Context: an optimization exercise on an open-source flow, tuned for small area, a short achievable clock period and few clock cycles per item. The choices shown serve that exercise and are no tape-out recipe.
In this exercise RTL edits were held to simulation tests only and were not proved equivalent to the original.

==> run a: inputs <==
## mvm_top
module mvm_top (
    input  logic         CLOCK_50,
    input  logic         reset_n,
    input  logic         in_valid,
    output logic         in_ready,
    input  logic [511:0] w,
    input  logic [63:0]  u,
    output logic         out_valid,
    input  logic         out_ready,
    output logic [63:0]  v,
    output logic [7:0]   sat_flag
);
    mvm_seq_sat #(
        .N(8),
        .S(8),
        .R(8),
        .SIGNED(1)
    ) u_mvm (
        .CLOCK_50 (CLOCK_50),
        .reset_n  (reset_n),
        .in_valid (in_valid),
        .in_ready (in_ready),
        .w        (w),
        .u        (u),
        .out_valid(out_valid),
        .out_ready(out_ready),
        .v        (v),
        .sat_flag (sat_flag)
    );
endmodule
==> module mvm_seq_sat, before the edit <==
module mvm_seq_sat #(
    parameter int N      = 8,
    parameter int S      = 8,
    parameter int R      = 8,
    parameter int SIGNED = 1
) (
    input  logic             CLOCK_50,
    input  logic             reset_n,
    input  logic             in_valid,
    output logic             in_ready,
    input  logic [R*S*N-1:0] w,
    input  logic [S*N-1:0]   u,
    output logic             out_valid,
    input  logic             out_ready,
    output logic [R*N-1:0]   v
    ,
    output logic [R-1:0]     sat_flag
);
    function automatic logic [8:0] mulsat(input logic [7:0] a, input logic [7:0] b);
        logic signed [7:0]  sa, sb;
        logic signed [15:0] p;
        logic               o;
        sa = a;
        sb = b;
        p  = sa * sb;
        o = (p[15:7] != {9{p[15]}});
        mulsat = {o, o ? (p[15] ? 8'h80 : 8'h7F) : p[7:0]};
    endfunction
    function automatic logic [8:0] addsat(input logic [7:0] a, input logic [7:0] b);
        logic [8:0] s;
        logic       o;
        s = {a[7], a} + {b[7], b};
        o = s[8] ^ s[7];
        addsat = {o, o ? (s[8] ? 8'h80 : 8'h7F) : s[7:0]};
    endfunction
    logic [63:0] v_d, v_q;
    logic [7:0]  f_d, f_q;
    logic        ov_q;
    logic        acc_in;
    always_comb begin
        for (int r = 0; r < 8; r++) begin
            logic [8:0] m, a;
            logic       f;
            m = mulsat(w[(r * 8) * 8 +: 8], u[7:0]);
            a = m;
            f = m[8];
            for (int i = 1; i < 8; i++) begin
                m = mulsat(w[(r * 8 + i) * 8 +: 8], u[i * 8 +: 8]);
                a = addsat(a[7:0], m[7:0]);
                f = f | m[8] | a[8];
            end
            v_d[r * 8 +: 8] = a[7:0];
            f_d[r]          = f;
        end
    end
    assign in_ready = reset_n & (~ov_q | out_ready);
    assign acc_in   = in_valid & in_ready;
    always_ff @(posedge CLOCK_50 or negedge reset_n) begin
        if (!reset_n) begin
            ov_q <= 1'b0;
        end else if (acc_in) begin
            ov_q <= 1'b1;
        end else if (out_ready) begin
            ov_q <= 1'b0;
        end
    end
    always_ff @(posedge CLOCK_50) begin
        if (acc_in) begin
            v_q <= v_d;
            f_q <= f_d;
        end
    end
    assign out_valid = ov_q;
    assign v         = v_q;
    assign sat_flag  = f_q;
endmodule
Settings: LEC_CHECK=0, CAP_MARGIN=20, CORE_MARGIN=2, CORE_UTILIZATION=40, SLEW_MARGIN=20; clock period 32.0 ns.
run.sh (not shown) runs the stock make flow with config.mk's settings and CLKGATE_MAP_FILE= SYNTH_SCRIPT=/design/flow/synth_recipe.tcl, a recipe that flattens the netlist after the stock synthesis.
==> run b (differences from run a) <==
--- a/flow/design.v
+++ b/flow/design.v
@@ -35,31 +35,47 @@
     endfunction
-    logic [63:0] v_d, v_q;
-    logic [7:0]  f_d, f_q;
-    logic        ov_q;
-    logic        acc_in;
+    logic [511:0] m_d, m_q;
+    logic [7:0]   pf_d, pf_q;
+    logic         s1_q;
     always_comb begin
         for (int r = 0; r < 8; r++) begin
-            logic [8:0] m, a;
-            logic       f;
-            m = mulsat(w[(r * 8) * 8 +: 8], u[7:0]);
-            a = m;
-            f = m[8];
-            for (int i = 1; i < 8; i++) begin
+            logic [8:0] m;
+            pf_d[r] = 1'b0;
+            for (int i = 0; i < 8; i++) begin
                 m = mulsat(w[(r * 8 + i) * 8 +: 8], u[i * 8 +: 8]);
-                a = addsat(a[7:0], m[7:0]);
-                f = f | m[8] | a[8];
+                m_d[(r * 8 + i) * 8 +: 8] = m[7:0];
+                pf_d[r] = pf_d[r] | m[8];
             end
-            v_d[r * 8 +: 8] = a[7:0];
-            f_d[r]          = f;
         end
     end
-    assign in_ready = reset_n & (~ov_q | out_ready);
+    logic [71:0] res;
+    always_comb begin
+        for (int r = 0; r < 8; r++) begin
+            logic [8:0] a;
+            logic       f;
+            a = {1'b0, m_q[(r * 8) * 8 +: 8]};
+            f = pf_q[r];
+            for (int i = 1; i < 8; i++) begin
+                a = addsat(a[7:0], m_q[(r * 8 + i) * 8 +: 8]);
+                f = f | a[8];
+            end
+            res[r * 8 +: 8] = a[7:0];
+            res[64 + r]     = f;
+        end
+    end
+    logic [71:0] e0_q, e1_q;
+    logic [1:0]  cnt_q, cnt_d;
+    logic        take, acc_in;
+    logic [1:0]  keep;
+    assign take     = cnt_q[0] | cnt_q[1];
+    assign keep     = cnt_q - {1'b0, take & out_ready};
+    assign in_ready = reset_n & ((keep == 2'd0) | ((keep == 2'd1) & ~s1_q));
     assign acc_in   = in_valid & in_ready;
+    assign cnt_d    = keep + {1'b0, s1_q};
     always_ff @(posedge CLOCK_50 or negedge reset_n) begin
         if (!reset_n) begin
-            ov_q <= 1'b0;
-        end else if (acc_in) begin
-            ov_q <= 1'b1;
-        end else if (out_ready) begin
-            ov_q <= 1'b0;
+            s1_q  <= 1'b0;
+            cnt_q <= 2'd0;
+        end else begin
+            s1_q  <= acc_in;
+            cnt_q <= cnt_d;
         end
@@ -67,10 +83,18 @@
     always_ff @(posedge CLOCK_50) begin
-        if (acc_in) begin
-            v_q <= v_d;
-            f_q <= f_d;
+        m_q  <= m_d;
+        pf_q <= pf_d;
+    end
+    always_ff @(posedge CLOCK_50) begin
+        if (keep == 2'd0) begin
+            e0_q <= res;
+        end else if (take & out_ready) begin
+            e0_q <= e1_q;
+        end
+        if (keep == 2'd1) begin
+            e1_q <= res;
         end
     end
-    assign out_valid = ov_q;
-    assign v         = v_q;
-    assign sat_flag  = f_q;
+    assign out_valid = take;
+    assign v         = e0_q[63:0];
+    assign sat_flag  = e0_q[71:64];
 endmodule
==> summary of the runs <==
- Between run b and run a, the lower sequential share of layout area is in run a (gap 5.8 points).
- Against run b, the final area of run a is smaller by 6.6%.
- Against run a, the global-route usage of run b is lower by 0.48 points.
- Critical path depth: run a is higher than run b (28).
==> figures <==
| item | run b | run a |
|---|---|---|
| Outcome | no timing/DRC/antenna violations | no timing/DRC/antenna violations |
| Setup slack after placement | 14.52 ns | 1.273 ns |
| Cell area after technology mapping | 0.1976 mm² | 0.1861 mm² |
| Number of antenna violations at the first check in global routing | 190 | 183 |
| Ratio of layout area to synthesized area | 1.0843x | 1.0751x |
| Sinks on Clock Net | 667 | 73 |
| Crit path max-delay cell type | sky130_fd_sc_hd__a31oi_1 | sky130_fd_sc_hd__mux2i_4 |
| Synthesized netlist net count | 28.28k | 28.04k |
| Reg-to-reg critical path endpoint | u_mvm.e0_q[60] | u_mvm.v_q[26] |
Testbench counts of run a, summed over its fixed seeds: cycles 1,608, items 1,600.
Testbench counts of run b, summed over its fixed seeds: cycles 1,616, items 1,600.

==> trial 45: inputs <==
mvm_top, a different RTL version from the one above (not shown whole).
Settings: LEC_CHECK=0, CAP_MARGIN=20, CORE_MARGIN=2, CORE_UTILIZATION=40, SLEW_MARGIN=20; clock period 32.0 ns.
==> inputs of build 15, as changes to trial 45 <==
--- a/flow/design.v
+++ b/flow/design.v
@@ -128,52 +128,62 @@
     localparam int NS = 4;
     localparam int QB = 5;
     localparam int QD = 6;
     logic [NS-1:0]       vld_q, vld_d;
     logic [QB-1:0]       wp_q, rp_q;               
     logic [QB-1:0][71:0] b_q;
     logic [71:0]         e0_q, b_rd;
-    logic [3:0]          nb_q, nb_d, nb_t, nb_n, inflight_d;
-    logic                ov_q, ov_d, ov_t, ov_n, rdy_q, rdy_d, rdy_t, rdy_n;
+    logic [3:0]          nb_q, nb_d, nb_t, nb_n, tot_q, tot_d, tot_up, tot_dn;
+    logic                ov_q, ov_d, ov_t, ov_n, rdy_q, rdy_d, rdy_up, rdy_eq, rdy_dn, take;
     logic                acc_in, load, load_t, load_n, last, have;
     assign out_valid = ov_q;
     assign in_ready  = rdy_q;
     assign acc_in    = in_valid & rdy_q;
     assign vld_d     = {vld_q[NS-2:0], acc_in};
     assign last      = vld_q[NS-1];
     assign have      = (nb_q != '0) | last;
     assign load_t    = have;
     assign load_n    = have & ~ov_q;
     assign ov_t      = have;
     assign ov_n      = have | ov_q;
     assign nb_t      = nb_q + 4'(last) - 4'(load_t);
     assign nb_n      = nb_q + 4'(last) - 4'(load_n);
-    assign rdy_t     = (nb_t + 4'(ov_t) + inflight_d) < 4'(QD);
-    assign rdy_n     = (nb_n + 4'(ov_n) + inflight_d) < 4'(QD);
     assign load      = out_ready ? load_t : load_n;
     assign ov_d      = out_ready ? ov_t : ov_n;
     assign nb_d      = out_ready ? nb_t : nb_n;
-    assign rdy_d     = out_ready ? rdy_t : rdy_n;
+    assign take      = ov_q & out_ready;
+    assign tot_up    = tot_q + 4'(1);
+    assign tot_dn    = tot_q - 4'(1);
+    assign rdy_up    = tot_up < 4'(QD);
+    assign rdy_eq    = tot_q < 4'(QD);
+    assign rdy_dn    = tot_dn < 4'(QD);
+    always_comb begin
+        case ({acc_in, take})
+            2'b10:   begin tot_d = tot_up; rdy_d = rdy_up; end
+            2'b01:   begin tot_d = tot_dn; rdy_d = rdy_dn; end
+            default: begin tot_d = tot_q;  rdy_d = rdy_eq; end
+        endcase
+    end
     always_comb begin
-        inflight_d = '0;
-        for (int k = 0; k < NS; k++) inflight_d = inflight_d + 4'(vld_d[k]);
         b_rd = '0;
         for (int k = 0; k < QB; k++) b_rd = b_rd | (b_q[k] & {72{rp_q[k]}});
     end
     always_ff @(posedge CLOCK_50 or negedge reset_n) begin
         if (!reset_n) begin
             vld_q <= '0;
             nb_q  <= '0;
+            tot_q <= '0;
             ov_q  <= 1'b0;
             rdy_q <= 1'b0;
             wp_q  <= 5'(1);
             rp_q  <= 5'(1);
         end else begin
             vld_q <= vld_d;
             nb_q  <= nb_d;
+            tot_q <= tot_d;
             ov_q  <= ov_d;
             rdy_q <= rdy_d;
             if (last) wp_q <= {wp_q[QB-2:0], wp_q[QB-1]};
             if (load) rp_q <= {rp_q[QB-2:0], rp_q[QB-1]};
         end
     end
     always_ff @(posedge CLOCK_50) begin
- ABC_AREA: unset -> 1
==> qor summary <==
                                                                                      build 15                 trial 45
Destination of the critical timing path                                          u_mvm.nb_q[3]              u_mvm.rdy_q
Xor-xnor portion of the synthesized cell area                                            12.4%                    7.86%
Synth Area in Compound Gates                                                             11.8%                    20.0%
All-Layer GR Usage                                                                       25.4%                    25.7%
Routed via count divided by cell count                                                    5.23                     5.69
Number of iterations in the first detailed-routing pass                                      7                        9
Slew at the pin closest to its max-slew limit                                          1250 ps                  1180 ps
Result of the run                                                      complete, no violations  complete, no violations
Post-route cell area                                                               162,000 um2              175,000 um2
Depth of the critical timing path with buffers and inverters included                       10                       14
Share of async-settable or async-resettable flops after synthesis                        1.15%                   0.963%
Metal2 WL                                                                               212 mm                   226 mm
Well-Tap Cells                                                                           4,773                    5,220
Testbench counts of trial 45, summed over its fixed seeds: cycles 1,648, items 1,600.
Testbench counts of build 15, summed over its fixed seeds: cycles 1,648, items 1,600.

==> inputs of run X <==
==> flow/design.v <==
module mvm_seq_sat #(
    parameter int N      = 8,
    parameter int S      = 8,
    parameter int R      = 8,
    parameter int SIGNED = 1
) (
    input  logic             CLOCK_50,
    input  logic             reset_n,
    input  logic             in_valid,
    output logic             in_ready,
    input  logic [R*S*N-1:0] w,
    input  logic [S*N-1:0]   u,
    output logic             out_valid,
    input  logic             out_ready,
    output logic [R*N-1:0]   v
    ,
    output logic [R-1:0]     sat_flag
);
    function automatic logic [8:0] addsat(input logic [7:0] a, input logic [7:0] b);
        logic [8:0] s;
        logic       o;
        s = {a[7], a} + {b[7], b};
        o = s[8] ^ s[7];
        addsat = {o, o ? {s[8], {7{~s[8]}}} : s[7:0]};
    endfunction
    logic [511:0] w_q;
    logic [63:0]  u_q;
    always_ff @(posedge CLOCK_50) begin
        w_q <= w;
        u_q <= u;
    end
    logic [8:0]   u1 [8];
    logic [8:0]   u2 [8];
    logic [8:0]   u3 [8];
    logic [2:0]   t1 [8];
    logic [2:0]   t2 [8];
    logic [2:0]   t3 [8];
    logic [6:1]   thr [8];
    logic [511:0] m_d;
    logic [63:0]  o_d;
    for (genvar i = 0; i < 8; i++) begin : g_col
        mvm_ucode u_code (
            .u  (u_q[i * 8 +: 8]),
            .u1 (u1[i]),
            .u2 (u2[i]),
            .u3 (u3[i]),
            .t1 (t1[i]),
            .t2 (t2[i]),
            .t3 (t3[i]),
            .thr(thr[i])
        );
        for (genvar r = 0; r < 8; r++) begin : g_row
            mvm_mulsat u_mul (
                .a  (w_q[(r * 8 + i) * 8 +: 8]),
                .u1 (u1[i]),
                .u2 (u2[i]),
                .u3 (u3[i]),
                .t1 (t1[i]),
                .t2 (t2[i]),
                .t3 (t3[i]),
                .thr(thr[i]),
                .us (u_q[i * 8 + 7]),
                .m  (m_d[(r * 8 + i) * 8 +: 8]),
                .o  (o_d[r * 8 + i])
            );
        end
    end
    logic [7:0]   f1_q;
    logic [511:0] mr1_q;
    always_ff @(posedge CLOCK_50) begin
        mr1_q <= m_d;
        for (int r = 0; r < 8; r++) f1_q[r] <= |o_d[r * 8 +: 8];
    end
    logic [63:0]  a2_d, a2_q;
    logic [7:0]   f2_d, f2_q;
    logic [255:0] mr2_q;
    always_comb begin
        for (int r = 0; r < 8; r++) begin
            logic [8:0] a;
            logic       f;
            a = {1'b0, mr1_q[r * 64 + (0 - 0) * 8 +: 8]};
            f = f1_q[r];
            for (int i = 1; i < 4; i++) begin
                a = addsat(a[7:0], mr1_q[r * 64 + (i - 0) * 8 +: 8]);
                f = f | a[8];
            end
            a2_d[r * 8 +: 8] = a[7:0];
            f2_d[r]          = f;
        end
    end
    always_ff @(posedge CLOCK_50) begin
        a2_q <= a2_d;
        f2_q <= f2_d;
        for (int r = 0; r < 8; r++) begin
            mr2_q[r * 32 +: 32] <= mr1_q[r * 64 + 32 +: 32];
        end
    end
    logic [63:0]  a3_d, a3_q;
    logic [7:0]   f3_d, f3_q;
    logic [127:0] mr3_q;
    always_comb begin
        for (int r = 0; r < 8; r++) begin
            logic [8:0] a;
            logic       f;
            a = {1'b0, a2_q[r * 8 +: 8]};
            f = f2_q[r];
            for (int i = 4; i < 6; i++) begin
                a = addsat(a[7:0], mr2_q[r * 32 + (i - 4) * 8 +: 8]);
                f = f | a[8];
            end
            a3_d[r * 8 +: 8] = a[7:0];
            f3_d[r]          = f;
        end
    end
    always_ff @(posedge CLOCK_50) begin
        a3_q <= a3_d;
        f3_q <= f3_d;
        for (int r = 0; r < 8; r++) begin
            mr3_q[r * 16 +: 16] <= mr2_q[r * 32 + 16 +: 16];
        end
    end
    logic [71:0] res;
    always_comb begin
        for (int r = 0; r < 8; r++) begin
            logic [8:0] a;
            logic       f;
            a = {1'b0, a3_q[r * 8 +: 8]};
            f = f3_q[r];
            for (int i = 6; i < 8; i++) begin
                a = addsat(a[7:0], mr3_q[r * 16 + (i - 6) * 8 +: 8]);
                f = f | a[8];
            end
            res[r * 8 +: 8] = a[7:0];
            res[64 + r]     = f;
        end
    end
    localparam int NS = 4;
    localparam int QB = 5;
    localparam int QD = 6;
    logic [NS-1:0]       vld_q, vld_d;
    logic [QB-1:0]       wp_q, rp_q;               
    logic [QB-1:0][71:0] b_q;
    logic [71:0]         e0_q, b_rd;
    logic [3:0]          nb_q, nb_d, nb_t, nb_n, tot_q, tot_d, tot_up, tot_dn;
    logic                ov_q, ov_d, ov_t, ov_n, rdy_q, rdy_d, rdy_up, rdy_eq, rdy_dn, take;
    logic                acc_in, load, load_t, load_n, last, have;
    assign out_valid = ov_q;
    assign in_ready  = rdy_q;
    assign acc_in    = in_valid & rdy_q;
    assign vld_d     = {vld_q[NS-2:0], acc_in};
    assign last      = vld_q[NS-1];
    assign have      = (nb_q != '0) | last;
    assign load_t    = have;
    assign load_n    = have & ~ov_q;
    assign ov_t      = have;
    assign ov_n      = have | ov_q;
    assign nb_t      = nb_q + 4'(last) - 4'(load_t);
    assign nb_n      = nb_q + 4'(last) - 4'(load_n);
    assign load      = out_ready ? load_t : load_n;
    assign ov_d      = out_ready ? ov_t : ov_n;
    assign nb_d      = out_ready ? nb_t : nb_n;
    assign take      = ov_q & out_ready;
    assign tot_up    = tot_q + 4'(1);
    assign tot_dn    = tot_q - 4'(1);
    assign rdy_up    = tot_up < 4'(QD);
    assign rdy_eq    = tot_q < 4'(QD);
    assign rdy_dn    = tot_dn < 4'(QD);
    always_comb begin
        case ({acc_in, take})
            2'b10:   begin tot_d = tot_up; rdy_d = rdy_up; end
            2'b01:   begin tot_d = tot_dn; rdy_d = rdy_dn; end
            default: begin tot_d = tot_q;  rdy_d = rdy_eq; end
        endcase
    end
    always_comb begin
        b_rd = '0;
        for (int k = 0; k < QB; k++) b_rd = b_rd | (b_q[k] & {72{rp_q[k]}});
    end
    always_ff @(posedge CLOCK_50 or negedge reset_n) begin
        if (!reset_n) begin
            vld_q <= '0;
            nb_q  <= '0;
            tot_q <= '0;
            ov_q  <= 1'b0;
            rdy_q <= 1'b0;
            wp_q  <= 5'(1);
            rp_q  <= 5'(1);
        end else begin
            vld_q <= vld_d;
            nb_q  <= nb_d;
            tot_q <= tot_d;
            ov_q  <= ov_d;
            rdy_q <= rdy_d;
            if (last) wp_q <= {wp_q[QB-2:0], wp_q[QB-1]};
            if (load) rp_q <= {rp_q[QB-2:0], rp_q[QB-1]};
        end
    end
    always_ff @(posedge CLOCK_50) begin
        for (int k = 0; k < QB; k++) begin
            if (last && wp_q[k]) b_q[k] <= res;
        end
        if (load) e0_q <= (nb_q != '0) ? b_rd : res;
    end
    assign v = e0_q[63:0];
    assign sat_flag = e0_q[71:64];
endmodule
module mvm_ucode (
    input  logic [7:0] u,
    output logic [8:0] u1,
    output logic [8:0] u2,
    output logic [8:0] u3,
    output logic [2:0] t1,
    output logic [2:0] t2,
    output logic [2:0] t3,
    output logic [6:1] thr
);
    logic [6:0] uc;
    logic [6:0] tu;    
    assign u1 = {u[7], u};
    assign u2 = {u, 1'b0};
    assign u3 = u1 + u2;
    assign t1 = u[2:0];
    assign t2 = 3'd0 - {u[1:0], 1'b0};
    assign t3 = 3'd0 - u[2:0];
    assign uc = u[6:0] ^ {7{u[7]}};
    always_comb begin
        for (int k = 0; k < 7; k++) tu[k] = |(uc >> k);
        for (int j = 1; j < 7; j++) thr[j] = tu[7-j];
    end
endmodule
module mvm_mulsat (
    input  logic [7:0] a,       
    input  logic [8:0] u1,      
    input  logic [8:0] u2,
    input  logic [8:0] u3,
    input  logic [2:0] t1,      
    input  logic [2:0] t2,
    input  logic [2:0] t3,
    input  logic [6:1] thr,     
    input  logic       us,      
    output logic [7:0] m,       
    output logic       o        
);
    logic s01, s02, s03;
    assign s01 = ~a[1] &  a[0];
    assign s02 =  a[1] & ~a[0];
    assign s03 =  a[1] &  a[0];
    logic s11, s12, s13;
    assign s11 = ~a[3] &  a[2];
    assign s12 =  a[3] & ~a[2];
    assign s13 =  a[3] &  a[2];
    logic s21, s22, s23;
    assign s21 = ~a[5] &  a[4];
    assign s22 =  a[5] & ~a[4];
    assign s23 =  a[5] &  a[4];
    logic s31, s32, s33;
    assign s31 = ~a[7] &  a[6];
    assign s32 =  a[7] & ~a[6];
    assign s33 =  a[7] &  a[6];
    logic pp0_0;
    assign pp0_0 = (s01 & u1[0]) | (s02 & u2[0]) | (s03 & u3[0]);
    logic pp0_1;
    assign pp0_1 = (s01 & u1[1]) | (s02 & u2[1]) | (s03 & u3[1]);
    logic pp0_2;
    assign pp0_2 = (s01 & u1[2]) | (s02 & u2[2]) | (s03 & u3[2]);
    logic pp0_3;
    assign pp0_3 = (s01 & u1[3]) | (s02 & u2[3]) | (s03 & u3[3]);
    logic pp0_4;
    assign pp0_4 = (s01 & u1[4]) | (s02 & u2[4]) | (s03 & u3[4]);
    logic pp0_5;
    assign pp0_5 = (s01 & u1[5]) | (s02 & u2[5]) | (s03 & u3[5]);
    logic pp0_6;
    assign pp0_6 = (s01 & u1[6]) | (s02 & u2[6]) | (s03 & u3[6]);
    logic pp0_7;
    assign pp0_7 = (s01 & u1[7]) | (s02 & u2[7]) | (s03 & u3[7]);
    logic pp0_8;
    assign pp0_8 = (s01 & u1[8]) | (s02 & u2[8]) | (s03 & u3[8]);
    logic pp1_0;
    assign pp1_0 = (s11 & u1[0]) | (s12 & u2[0]) | (s13 & u3[0]);
    logic pp1_1;
    assign pp1_1 = (s11 & u1[1]) | (s12 & u2[1]) | (s13 & u3[1]);
    logic pp1_2;
    assign pp1_2 = (s11 & u1[2]) | (s12 & u2[2]) | (s13 & u3[2]);
    logic pp1_3;
    assign pp1_3 = (s11 & u1[3]) | (s12 & u2[3]) | (s13 & u3[3]);
    logic pp1_4;
    assign pp1_4 = (s11 & u1[4]) | (s12 & u2[4]) | (s13 & u3[4]);
    logic pp1_5;
    assign pp1_5 = (s11 & u1[5]) | (s12 & u2[5]) | (s13 & u3[5]);
    logic pp1_6;
    assign pp1_6 = (s11 & u1[6]) | (s12 & u2[6]) | (s13 & u3[6]);
    logic pp2_0;
    assign pp2_0 = (s21 & u1[0]) | (s22 & u2[0]) | (s23 & u3[0]);
    logic pp2_1;
    assign pp2_1 = (s21 & u1[1]) | (s22 & u2[1]) | (s23 & u3[1]);
    logic pp2_2;
    assign pp2_2 = (s21 & u1[2]) | (s22 & u2[2]) | (s23 & u3[2]);
    logic pp2_3;
    assign pp2_3 = (s21 & u1[3]) | (s22 & u2[3]) | (s23 & u3[3]);
    logic pp2_4;
    assign pp2_4 = (s21 & u1[4]) | (s22 & u2[4]) | (s23 & u3[4]);
    logic pp3_0;
    assign pp3_0 = (s31 & t1[0]) | (s32 & t2[0]) | (s33 & t3[0]);
    logic pp3_1;
    assign pp3_1 = (s31 & t1[1]) | (s32 & t2[1]) | (s33 & t3[1]);
    logic pp3_2;
    assign pp3_2 = (s31 & t1[2]) | (s32 & t2[2]) | (s33 & t3[2]);
    logic c1;
    assign c1 = pp0_4 ^ pp1_2 ^ pp2_0;
    logic c2;
    assign c2 = (pp0_4 & pp1_2) | (pp0_4 & pp2_0) | (pp1_2 & pp2_0);
    logic c3;
    assign c3 = pp0_5 ^ pp1_3 ^ pp2_1;
    logic c4;
    assign c4 = (pp0_5 & pp1_3) | (pp0_5 & pp2_1) | (pp1_3 & pp2_1);
    logic c5;
    assign c5 = pp0_6 ^ pp1_4 ^ pp2_2;
    logic c6;
    assign c6 = (pp0_6 & pp1_4) | (pp0_6 & pp2_2) | (pp1_4 & pp2_2);
    logic c7;
    assign c7 = pp0_7 ^ pp1_5 ^ pp2_3;
    logic c8;
    assign c8 = (pp0_7 & pp1_5) | (pp0_7 & pp2_3) | (pp1_5 & pp2_3);
    logic c9;
    assign c9 = pp0_8 ^ pp1_6 ^ pp2_4;
    logic c10;
    assign c10 = c4 ^ c5 ^ pp3_0;
    logic c11;
    assign c11 = (c4 & c5) | (c4 & pp3_0) | (c5 & pp3_0);
    logic c12;
    assign c12 = c6 ^ c7 ^ pp3_1;
    logic c13;
    assign c13 = (c6 & c7) | (c6 & pp3_1) | (c7 & pp3_1);
    logic c14;
    assign c14 = c8 ^ c9 ^ pp3_2;
    logic [8:0] p, ra, rb;
    assign ra = {c13, c11, c10, c2, c1, pp0_3, pp0_2, pp0_1, pp0_0};
    assign rb = {c14, c12, 1'b0, c3, 1'b0, pp1_1, pp1_0, 1'b0, 1'b0};
    logic [9:0] cr;
    assign cr[0] = 1'b0;
    for (genvar i = 0; i < 9; i++) begin : g_rc
        assign p[i]    = ra[i] ^ rb[i] ^ cr[i];
        assign cr[i+1] = (ra[i] & rb[i]) | (ra[i] & cr[i]) | (rb[i] & cr[i]);
    end
    logic t7, s;
    logic [6:1] ac;
    assign ac = a[6:1] ^ {6{a[7]}};
    assign t7 = |(ac & thr);
    assign o  = t7 | (p[8] ^ p[7]);
    assign s  = a[7] ^ us;
    assign m  = o ? {s, {7{~s}}} : p[7:0];
endmodule
module mvm_top (
    input  logic         CLOCK_50,
    input  logic         reset_n,
    input  logic         in_valid,
    output logic         in_ready,
    input  logic [511:0] w,
    input  logic [63:0]  u,
    output logic         out_valid,
    input  logic         out_ready,
    output logic [63:0]  v,
    output logic [7:0]   sat_flag
);
    mvm_seq_sat #(
        .N(8),
        .S(8),
        .R(8),
        .SIGNED(1)
    ) u_mvm (
        .CLOCK_50 (CLOCK_50),
        .reset_n  (reset_n),
        .in_valid (in_valid),
        .in_ready (in_ready),
        .w        (w),
        .u        (u),
        .out_valid(out_valid),
        .out_ready(out_ready),
        .v        (v),
        .sat_flag (sat_flag)
    );
endmodule
==> flow/flow/run.sh <==
#!/bin/bash
# The standard layout (the standard.sh, ORFS synthesis to finish, unchanged), except that the
# buffers ORFS puts on every input and output port are buf_2 cells instead of the delay buffers
# it picks by itself. Each tool's output is logged in this folder (ORFS's own per-step logs
# stay under orfs/logs/).
set -euo pipefail
export BUFFER_PORTS_ARGS="-buffer_cell sky130_fd_sc_hd__buf_2"
bash standard.sh > standard_sh.log 2>&1
==> flow/standard.sh <==
#!/bin/bash
# synth_recipe.tcl (not shown) runs the flow's synth.tcl, then flattens the netlist and writes it again
# the make line also repeats each setting of config.mk as NAME=value (left out here)
make -C /OpenROAD-flow-scripts/flow DESIGN_CONFIG=/design/flow/config.mk WORK_HOME=/design/flow/orfs CLKGATE_MAP_FILE= SYNTH_SCRIPT=/design/flow/synth_recipe.tcl "${@:-finish}"
==> flow/config.mk <==
export PLATFORM = sky130hd
export DESIGN_NAME = mvm_top
export DESIGN_NICKNAME = mvm_top
export VERILOG_FILES = /design/flow/design.v
export SDC_FILE = /design/flow/constraint.sdc
export NUM_CORES = 4
export LEC_CHECK = 0
export ABC_AREA = 1
export CAP_MARGIN = 20
export CORE_MARGIN = 2
export CORE_UTILIZATION = 40
export SLEW_MARGIN = 20
==> flow/constraint.sdc <==
create_clock -name core_clock -period 32.0 [get_ports {CLOCK_50}]
set_input_delay 6.4000 -clock core_clock [delete_from_list [all_inputs] [get_ports {CLOCK_50}]]
set_output_delay 6.4000 -clock core_clock [all_outputs]
set_load 0.01 [all_outputs]
==> run K: changes against run X <==
==> flow/run.sh (new file) <==
#!/bin/bash
# synth_recipe.tcl (not shown) runs the flow's synth.tcl, then flattens the netlist and writes it again
# the make line also repeats each setting of config.mk as NAME=value (left out here)
make -C /OpenROAD-flow-scripts/flow DESIGN_CONFIG=/design/flow/config.mk WORK_HOME=/design/flow/orfs CLKGATE_MAP_FILE= SYNTH_SCRIPT=/design/flow/synth_recipe.tcl finish
removed: flow/flow/run.sh
removed: flow/standard.sh
==> run M: changes against run X <==
- CTS_CLUSTER_DIAMETER: not set -> 100
- CTS_CLUSTER_SIZE: not set -> 20
==> run H: changes against run X <==
==> flow/flow/run.sh (replaced) <==
#!/bin/bash
# The standard layout (the standard.sh, ORFS synthesis to finish, unchanged), except that the
# buffers ORFS puts on every input and output port are buf_4 cells instead of the delay buffers
# it picks by itself. Each tool's output is logged in this folder (ORFS's own per-step logs
# stay under orfs/logs/).
set -euo pipefail
export BUFFER_PORTS_ARGS="-buffer_cell sky130_fd_sc_hd__buf_4"
bash standard.sh > standard_sh.log 2>&1
==> run summary <==
                                                                            run M           run H           run X           run K
Final clock period utilization by the worst path                           24.48%          24.73%          24.66%          25.72%
Critical Path Source                                                u_mvm.e0_q[4]  u_mvm.e0_q[61]  u_mvm.e0_q[37]  u_mvm.e0_q[52]
First-pass GRT wire length                                              720500 µm       727700 µm       723200 µm       724100 µm
Launch point of the worst reg-to-reg path                           u_mvm.u_q[17]   u_mvm.u_q[19]   u_mvm.u_q[17]   u_mvm.u_q[43]
Vias in the first global route                                             110100          112000          111000          111700
Slack of the critical path                                               24.17 ns        24.09 ns        24.11 ns        23.77 ns
Reg clk slew, reported paths                                              0.08 ns         0.06 ns         0.06 ns         0.06 ns
Share of cell area taken by flip-flops and latches                         31.37%          30.32%          30.65%          29.99%
Routed wire length on met3                                               49790 µm        50000 µm        50120 µm        50390 µm
Finished Layout Cells                                                       21980           22170           22180           22200
Area growth syn-to-layout                                                  9.286%          13.10%          11.88%          14.32%
Global routing usage summed across all routing layers                      28.45%          28.69%          28.53%          28.48%
Placement Cell Area                                                    0.1425 mm²      0.1442 mm²      0.1425 mm²      0.1459 mm²
Status                                                             finished clean  finished clean  finished clean  finished clean
Fraction of cell area in non-clock buffers                                 3.108%          4.096%          3.036%          5.141%
Number of inserted filler cells in the final layout                         33380           32900           33030           32670
Number of antenna violations at the first check in global routing              33              28              33              30
RR Endpoint                                                         u_mvm.f1_q[3]   u_mvm.f1_q[3]   u_mvm.f1_q[3]   u_mvm.f1_q[0]
Register-to-register path setup slack                                    24.63 ns        24.53 ns        24.58 ns        24.66 ns
Post-route cell area                                                   0.1469 mm²      0.1521 mm²      0.1504 mm²      0.1537 mm²
Testbench counts of run X, summed over its fixed seeds: cycles 1,648, items 1,600.
Testbench counts of run K, summed over its fixed seeds: cycles 1,648, items 1,600.
Testbench counts of run M, summed over its fixed seeds: cycles 1,648, items 1,600.
Testbench counts of run H, summed over its fixed seeds: cycles 1,648, items 1,600.

==> separate check: timing with driven ports <==
No port has a modelled driver above. Below, the same layouts with a new extraction and two added sets of constraints.
Step 1, drivers: a clkbuf_16 drives CLOCK_50 and a buf_2 each remaining input, both assumed.
Step 2 adds t to the input delays and takes it off the output delays; t is the mean of the earliest and latest rising clock arrival at the registers after step 1. Input paths then give back, and output paths get back, about the clock's delay inside the block.
Three values: ideal, step 1, step 2; two values: the first two.
| run | t (ns) | slack for setup (ns) | slew at the worst register clock pin (ns) | worst slew at a driven data input, ns |
|---|---|---|---|---|
| run a | 0.516 | 1.964 / 1.960 / 1.445 | 0.09 / 0.09 | 0.41 |
| run b | 0.804 | 14.178 / 14.178 / 14.178 | 0.07 / 0.07 | 0.23 |
| trial 45 | 1.051 | 23.452 / 23.545 / 22.494 | 0.08 / 0.08 | 0.25 |
| build 15 | 1.053 | 23.685 / 23.585 / 22.723 | 0.08 / 0.08 | 0.11 |
| run X | 1.048 | 24.110 / 24.003 / 24.030 | 0.08 / 0.08 | 0.11 |
| run K | 1.028 | 23.770 / 23.661 / 23.563 | 0.07 / 0.07 | 0.06 |
| run M | 1.015 | 24.168 / 24.061 / 23.986 | 0.10 / 0.10 | 0.10 |
| run H | 1.053 | 24.088 / 23.982 / 23.997 | 0.07 / 0.07 | 0.09 |
After both steps setup and hold are still met in every run listed. For build 15, which loses most, drivers alone change the setup slack by -0.100 ns; drivers and shift together by -0.962 ns.
